Context: an optimization exercise on an open-source flow, tuned for small area, a short achievable clock period and few clock cycles per item. The choices shown serve that exercise and are no tape-out recipe.

==> flow/design.v <==
module aes_dec_core (
    input  logic         clk,
    input  logic         rst,
    input  logic         start,
    input  logic [127:0] key,
    input  logic [127:0] ciphertext,
    input  logic         step_en,
    output logic         busy,
    output logic         done,
    output logic [127:0] plaintext
);
    function automatic logic [1:0] gf4_mul(input logic [1:0] a, input logic [1:0] b);
        logic t;
        t = a[1] & b[1];
        gf4_mul = {t ^ (a[1] & b[0]) ^ (a[0] & b[1]), t ^ (a[0] & b[0])};
    endfunction
    function automatic logic [3:0] gf16_mul(input logic [3:0] a, input logic [3:0] b);
        logic [1:0] t, u;
        t = gf4_mul(a[3:2], b[3:2]);
        u = gf4_mul(a[3:2] ^ a[1:0], b[3:2] ^ b[1:0]);
        gf16_mul = {u ^ gf4_mul(a[1:0], b[1:0]), {t[0] ^ t[1], t[1]} ^ gf4_mul(a[1:0], b[1:0])};
    endfunction
    function automatic logic [3:0] gf16_inv(input logic [3:0] a);
        case (a)
            4'h0: gf16_inv = 4'h0;
            4'h1: gf16_inv = 4'h1;
            4'h2: gf16_inv = 4'h3;
            4'h3: gf16_inv = 4'h2;
            4'h4: gf16_inv = 4'hf;
            4'h5: gf16_inv = 4'hc;
            4'h6: gf16_inv = 4'h9;
            4'h7: gf16_inv = 4'hb;
            4'h8: gf16_inv = 4'ha;
            4'h9: gf16_inv = 4'h6;
            4'ha: gf16_inv = 4'h8;
            4'hb: gf16_inv = 4'h7;
            4'hc: gf16_inv = 4'h5;
            4'hd: gf16_inv = 4'he;
            4'he: gf16_inv = 4'hd;
            4'hf: gf16_inv = 4'h4;
            default: gf16_inv = 4'h0;
        endcase
    endfunction
    function automatic logic [7:0] gf256_inv(input logic [7:0] a);
        logic [3:0] d;
        d = gf16_inv({a[4] ^ a[3], a[5] ^ a[2] ^ a[3], a[5] ^ a[7] ^ a[1] ^ a[2], a[4] ^ a[5] ^ a[6] ^ a[7] ^ a[0] ^ a[1] ^ a[3]} ^ gf16_mul(a[7:4], a[3:0]));
        gf256_inv = {gf16_mul(a[7:4], d), gf16_mul(a[7:4] ^ a[3:0], d)};
    endfunction
    function automatic logic [7:0] inv_sbox_a(input logic [7:0] x);
        inv_sbox_a = gf256_inv({x[1] ^ x[2] ^ x[6] ^ x[7], ~(x[0] ^ x[3]), x[3] ^ x[4] ^ x[5] ^ x[6], ~(x[1] ^ x[2] ^ x[7]), ~(x[5] ^ x[7]), x[1] ^ x[2] ^ x[6], x[2] ^ x[3] ^ x[5] ^ x[6], x[3]});
    endfunction
    function automatic logic [7:0] inv_sbox_b(input logic [7:0] t);
        inv_sbox_b = {t[1] ^ t[2] ^ t[5], t[2] ^ t[3] ^ t[6] ^ t[7], t[1] ^ t[2] ^ t[5] ^ t[7], t[1] ^ t[3] ^ t[4], t[1] ^ t[4] ^ t[6] ^ t[7], t[1] ^ t[4] ^ t[5], t[4] ^ t[6] ^ t[7], t[0] ^ t[1] ^ t[2] ^ t[4]};
    endfunction
    function automatic logic [7:0] sbox_a(input logic [7:0] x);
        sbox_a = gf256_inv({x[5] ^ x[7], x[1] ^ x[2] ^ x[3] ^ x[4] ^ x[5] ^ x[6], x[1] ^ x[4] ^ x[6] ^ x[7], x[2] ^ x[3] ^ x[4] ^ x[6] ^ x[7], x[1] ^ x[2] ^ x[6] ^ x[7], x[3] ^ x[4] ^ x[6], x[1] ^ x[3], x[0] ^ x[1] ^ x[2] ^ x[3] ^ x[7]});
    endfunction
    function automatic logic [7:0] sbox_b(input logic [7:0] t);
        sbox_b = {t[2] ^ t[7], ~(t[4] ^ t[7]), ~(t[2] ^ t[3] ^ t[7]), t[0] ^ t[2] ^ t[3] ^ t[4] ^ t[5], t[0], t[0] ^ t[1] ^ t[2] ^ t[3] ^ t[4], ~(t[0] ^ t[1] ^ t[3] ^ t[7]), ~(t[0] ^ t[6])};
    endfunction
    function automatic logic [7:0] xtime(input logic [7:0] x);
        xtime = {x[6:0], 1'b0} ^ (x[7] ? 8'h1b : 8'h00);
    endfunction
    function automatic logic [7:0] inv_xtime(input logic [7:0] x);
        inv_xtime = x[0] ? {1'b1, x[7:1] ^ 7'h0d} : {1'b0, x[7:1]};
    endfunction
    function automatic logic [31:0] inv_mix_col(input logic [31:0] col);
        logic [7:0] a0, a1, a2, a3, b0, b1, b2, b3, u, v, t;
        a0 = col[31:24];
        a1 = col[23:16];
        a2 = col[15:8];
        a3 = col[7:0];
        u  = xtime(xtime(a0 ^ a2));
        v  = xtime(xtime(a1 ^ a3));
        b0 = a0 ^ u;
        b1 = a1 ^ v;
        b2 = a2 ^ u;
        b3 = a3 ^ v;
        t  = b0 ^ b1 ^ b2 ^ b3;
        inv_mix_col = {b0 ^ t ^ xtime(b0 ^ b1), b1 ^ t ^ xtime(b1 ^ b2),
                       b2 ^ t ^ xtime(b2 ^ b3), b3 ^ t ^ xtime(b3 ^ b0)};
    endfunction
    function automatic logic [127:0] inv_mix(input logic [127:0] s);
        inv_mix = {inv_mix_col(s[127:96]), inv_mix_col(s[95:64]),
                   inv_mix_col(s[63:32]), inv_mix_col(s[31:0])};
    endfunction
    function automatic logic [127:0] round_a(input logic [127:0] s);
        logic [127:0] o;
        logic [3:0]   dst;
        logic [3:0]   src;
        o = '0;
        for (int i = 0; i < 16; i++) begin
            dst = 4'(i);
            src = {dst[3:2] - dst[1:0], dst[1:0]};
            o[127 - 8*i -: 8] = inv_sbox_a(s[127 - 8*int'(src) -: 8]);
        end
        round_a = o;
    endfunction
    function automatic logic [127:0] round_b(input logic [127:0] p);
        logic [127:0] o;
        o = '0;
        for (int i = 0; i < 16; i++) o[127 - 8*i -: 8] = inv_sbox_b(p[127 - 8*i -: 8]);
        round_b = o;
    endfunction
    function automatic logic [31:0] key_a(input logic [31:0] w);
        key_a = {sbox_a(w[23:16]), sbox_a(w[15:8]), sbox_a(w[7:0]), sbox_a(w[31:24])};
    endfunction
    function automatic logic [31:0] key_b(input logic [31:0] m);
        key_b = {sbox_b(m[31:24]), sbox_b(m[23:16]), sbox_b(m[15:8]), sbox_b(m[7:0])};
    endfunction
    logic [127:0] s_r, p_r, ra_r, rb_r;
    logic [31:0]  m_r;
    logic         a_act_r, b_act_r;
    logic [7:0]   a_rc_r, b_rc_r;
    logic [127:0] k10c_r;          
    logic [127:0] k0c_r;           
    logic         kv_r;
    logic [127:0] pt_r;
    logic         busy_r, done_r;
    logic         x_act_r;         
    logic         x_rdy_r;         
    logic [127:0] x_ct_r;
    logic [127:0] x_k_r;
    logic [7:0]   x_rc_r;
    logic [127:0] kdec, z, x_next, ld_src;
    logic [31:0]  x_sub;
    logic         fin, afree, hit, accept, direct, mv, to_x, load;
    assign kdec = {rb_r[127:96] ^ key_b(m_r) ^ {b_rc_r, 24'h0}, rb_r[127:96] ^ rb_r[95:64],
                   rb_r[95:64] ^ rb_r[63:32], rb_r[63:32] ^ rb_r[31:0]};
    assign z    = round_b(p_r) ^ kdec;
    assign fin  = b_act_r && (b_rc_r == 8'h01);
    assign afree = !b_act_r || fin;
    assign x_sub = key_b(key_a(x_k_r[31:0])) ^ {x_rc_r, 24'h0};
    assign x_next = {x_k_r[127:96] ^ x_sub,
                     x_k_r[127:96] ^ x_k_r[95:64] ^ x_sub,
                     x_k_r[127:96] ^ x_k_r[95:64] ^ x_k_r[63:32] ^ x_sub,
                     x_k_r[127:96] ^ x_k_r[95:64] ^ x_k_r[63:32] ^ x_k_r[31:0] ^ x_sub};
    assign hit    = kv_r && (key == k0c_r);
    assign accept = start && !busy_r;
    assign direct = accept && hit && step_en && afree;
    assign to_x   = accept && !direct;
    assign mv     = x_act_r && x_rdy_r && step_en && afree;
    assign load   = direct || mv;
    assign ld_src = mv ? x_ct_r : ciphertext;
    always_ff @(posedge clk) begin
        if (rst) begin
            a_act_r <= 1'b0;
            b_act_r <= 1'b0;
            x_act_r <= 1'b0;
            kv_r    <= 1'b0;
            busy_r  <= 1'b0;
            done_r  <= 1'b0;
        end else begin
            done_r <= step_en && fin;
            if (step_en) begin
                b_act_r <= a_act_r;
                a_act_r <= load || (b_act_r && !fin);
            end
            if (to_x) begin
                x_act_r <= 1'b1;
                kv_r    <= hit;
            end else if (mv) begin
                x_act_r <= 1'b0;
            end else if (x_act_r && !x_rdy_r && step_en && x_rc_r == 8'h36) begin
                kv_r    <= 1'b1;
            end
            busy_r <= to_x || (x_act_r && !mv);
        end
        if (step_en) begin
            p_r    <= round_a(s_r);
            rb_r   <= ra_r;
            m_r    <= key_a(ra_r[31:0] ^ ra_r[63:32]);
            b_rc_r <= a_rc_r;
            if (load) begin
                s_r    <= ld_src ^ k10c_r;
                ra_r   <= k10c_r;
                a_rc_r <= 8'h36;
            end else begin
                s_r    <= inv_mix(z);
                ra_r   <= kdec;
                a_rc_r <= inv_xtime(b_rc_r);
            end
            if (fin) pt_r <= z;
        end
        if (to_x) begin
            x_rdy_r  <= hit;
            x_ct_r   <= ciphertext;
            x_k_r    <= key;
            x_rc_r   <= 8'h01;
            k0c_r    <= key;
        end else if (x_act_r && !x_rdy_r && step_en) begin
            x_k_r  <= x_next;
            x_rc_r <= xtime(x_rc_r);
            if (x_rc_r == 8'h36) begin
                x_rdy_r <= 1'b1;
                k10c_r  <= x_next;
            end
        end
    end
    assign busy      = busy_r;
    assign done      = done_r;
    assign plaintext = pt_r;
endmodule
export LEC_CHECK = 0
export CAP_MARGIN = 20
export CELL_PAD_IN_SITES_DETAIL_PLACEMENT = 1
export CELL_PAD_IN_SITES_GLOBAL_PLACEMENT = 2
export CORE_MARGIN = 2
export CORE_UTILIZATION = 30
export PLACE_DENSITY = 0.5
export SETUP_SLACK_MARGIN = 3.2
export SLEW_MARGIN = 20
create_clock -name core_clock -period 8.0 [get_ports {clk}]
standard.sh (not shown) runs the stock make flow with config.mk's settings and CLKGATE_MAP_FILE= SYNTH_SCRIPT=/design/flow/synth_recipe.tcl, a recipe that flattens the netlist after the stock synthesis.
==> flow/flow/run.sh <==
#!/bin/bash
# Standard ORFS layout, with the synthesis technology mapping done by the ABC
# script in flow/abc_speed.script (area-oriented mapping, then sizing).
set -euo pipefail
cd "$(dirname "${BASH_SOURCE[0]}")/.."
W=$PWD
rm -rf "$W/scripts_own"
cp -r "$FLOW_HOME/scripts" "$W/scripts_own"
cp "$W/flow/abc_speed.script" "$W/scripts_own/abc_speed.script"
bash standard.sh SCRIPTS_DIR="$W/scripts_own" finish > "$W/standard_flow.log" 2>&1
==> flow/flow/abc_speed.script <==
&get -n
&st
&dch -f
&nf
&put
topo
stime -c
buffer -c
upsize -c
dnsize -c
Next try:
--- a/flow/design.v
+++ b/flow/design.v
@@ -120,6 +120,8 @@
     logic         x_act_r;         
     logic         x_rdy_r;         
+    logic         x_half_r;        
     logic [127:0] x_ct_r;
     logic [127:0] x_k_r;
+    logic [31:0]  x_m_r;
     logic [7:0]   x_rc_r;
     logic [127:0] kdec, z, x_next, ld_src;
@@ -131,9 +133,11 @@
     assign fin  = b_act_r && (b_rc_r == 8'h01);
     assign afree = !b_act_r || fin;
-    assign x_sub = key_b(key_a(x_k_r[31:0])) ^ {x_rc_r, 24'h0};
-    assign x_next = {x_k_r[127:96] ^ x_sub,
-                     x_k_r[127:96] ^ x_k_r[95:64] ^ x_sub,
-                     x_k_r[127:96] ^ x_k_r[95:64] ^ x_k_r[63:32] ^ x_sub,
-                     x_k_r[127:96] ^ x_k_r[95:64] ^ x_k_r[63:32] ^ x_k_r[31:0] ^ x_sub};
+    assign x_sub = key_b(x_m_r);
+    always_comb begin
+        x_next[127:96] = x_k_r[127:96] ^ x_sub ^ {x_rc_r, 24'h0};
+        x_next[95:64]  = x_k_r[95:64] ^ x_next[127:96];
+        x_next[63:32]  = x_k_r[63:32] ^ x_next[95:64];
+        x_next[31:0]   = x_k_r[31:0] ^ x_next[63:32];
+    end
     assign hit    = kv_r && (key == k0c_r);
     assign accept = start && !busy_r;
@@ -162,5 +166,5 @@
             end else if (mv) begin
                 x_act_r <= 1'b0;
-            end else if (x_act_r && !x_rdy_r && step_en && x_rc_r == 8'h36) begin
+            end else if (x_act_r && !x_rdy_r && step_en && x_half_r && x_rc_r == 8'h36) begin
                 kv_r    <= 1'b1;
             end
@@ -185,4 +189,5 @@
         if (to_x) begin
             x_rdy_r  <= hit;
+            x_half_r <= 1'b0;
             x_ct_r   <= ciphertext;
             x_k_r    <= key;
@@ -190,11 +195,15 @@
             k0c_r    <= key;
         end else if (x_act_r && !x_rdy_r && step_en) begin
-            x_k_r  <= x_next;
-            x_rc_r <= xtime(x_rc_r);
-            if (x_rc_r == 8'h36) begin
-                x_rdy_r <= 1'b1;
-                k10c_r  <= x_next;
-            end
-        end
+            x_half_r <= !x_half_r;
+            if (x_half_r) begin
+                x_k_r  <= x_next;
+                x_rc_r <= xtime(x_rc_r);
+                if (x_rc_r == 8'h36) begin
+                    x_rdy_r <= 1'b1;
+                    k10c_r  <= x_next;
+                end
+            end
+        end
+        if (step_en) x_m_r <= key_a(x_k_r[31:0]);
     end
     assign busy      = busy_r;
What happened:
- The new run finished clean
- setup slack gets better by 910 ps
- die area barely changes
- area after synthesis hardly moves
- cell area shrinks by 5.9%
- routed wire length shrinks by 1.0%
- global-route usage shrinks by 0.37 points
- hold slack stays flat
- count of clock-buffer cells in the layout shrinks by 13
- first-iteration DRC count grows by 16%
- clock skew shrinks by 20 ps
- via count shrinks by 1.3%
No run of this note included a check of the RTL's function; only the layout flow was run.

what the ideal ports hide:
In the flow no input, the clock included, has a driving cell. The finished layouts below were timed again as built, in two steps. Step 1 assumes that a clkbuf_16 drives the clock port and a buf_2 every other input. Step 2 adds t to the input delays and takes it off the output delays; t is the mean of the earliest and latest rising clock arrival at the registers after step 1. Input paths then give back, and output paths get back, about the clock's delay inside the block. a / b / c = no drivers / after step 1 / after step 2; a / b = the first two.
run	t (ns)	slack for setup (ns)	clock arrival spread, ns
the first run	0.929	2.349 / 2.349 / 2.295	0.077 / 0.076
the second run	0.936	3.260 / 3.260 / 2.426	0.050 / 0.050
After both steps every run listed still meets setup and hold. For the second run, which loses most, drivers alone change the setup slack by 0.000 ns; drivers and shift together by -0.834 ns.
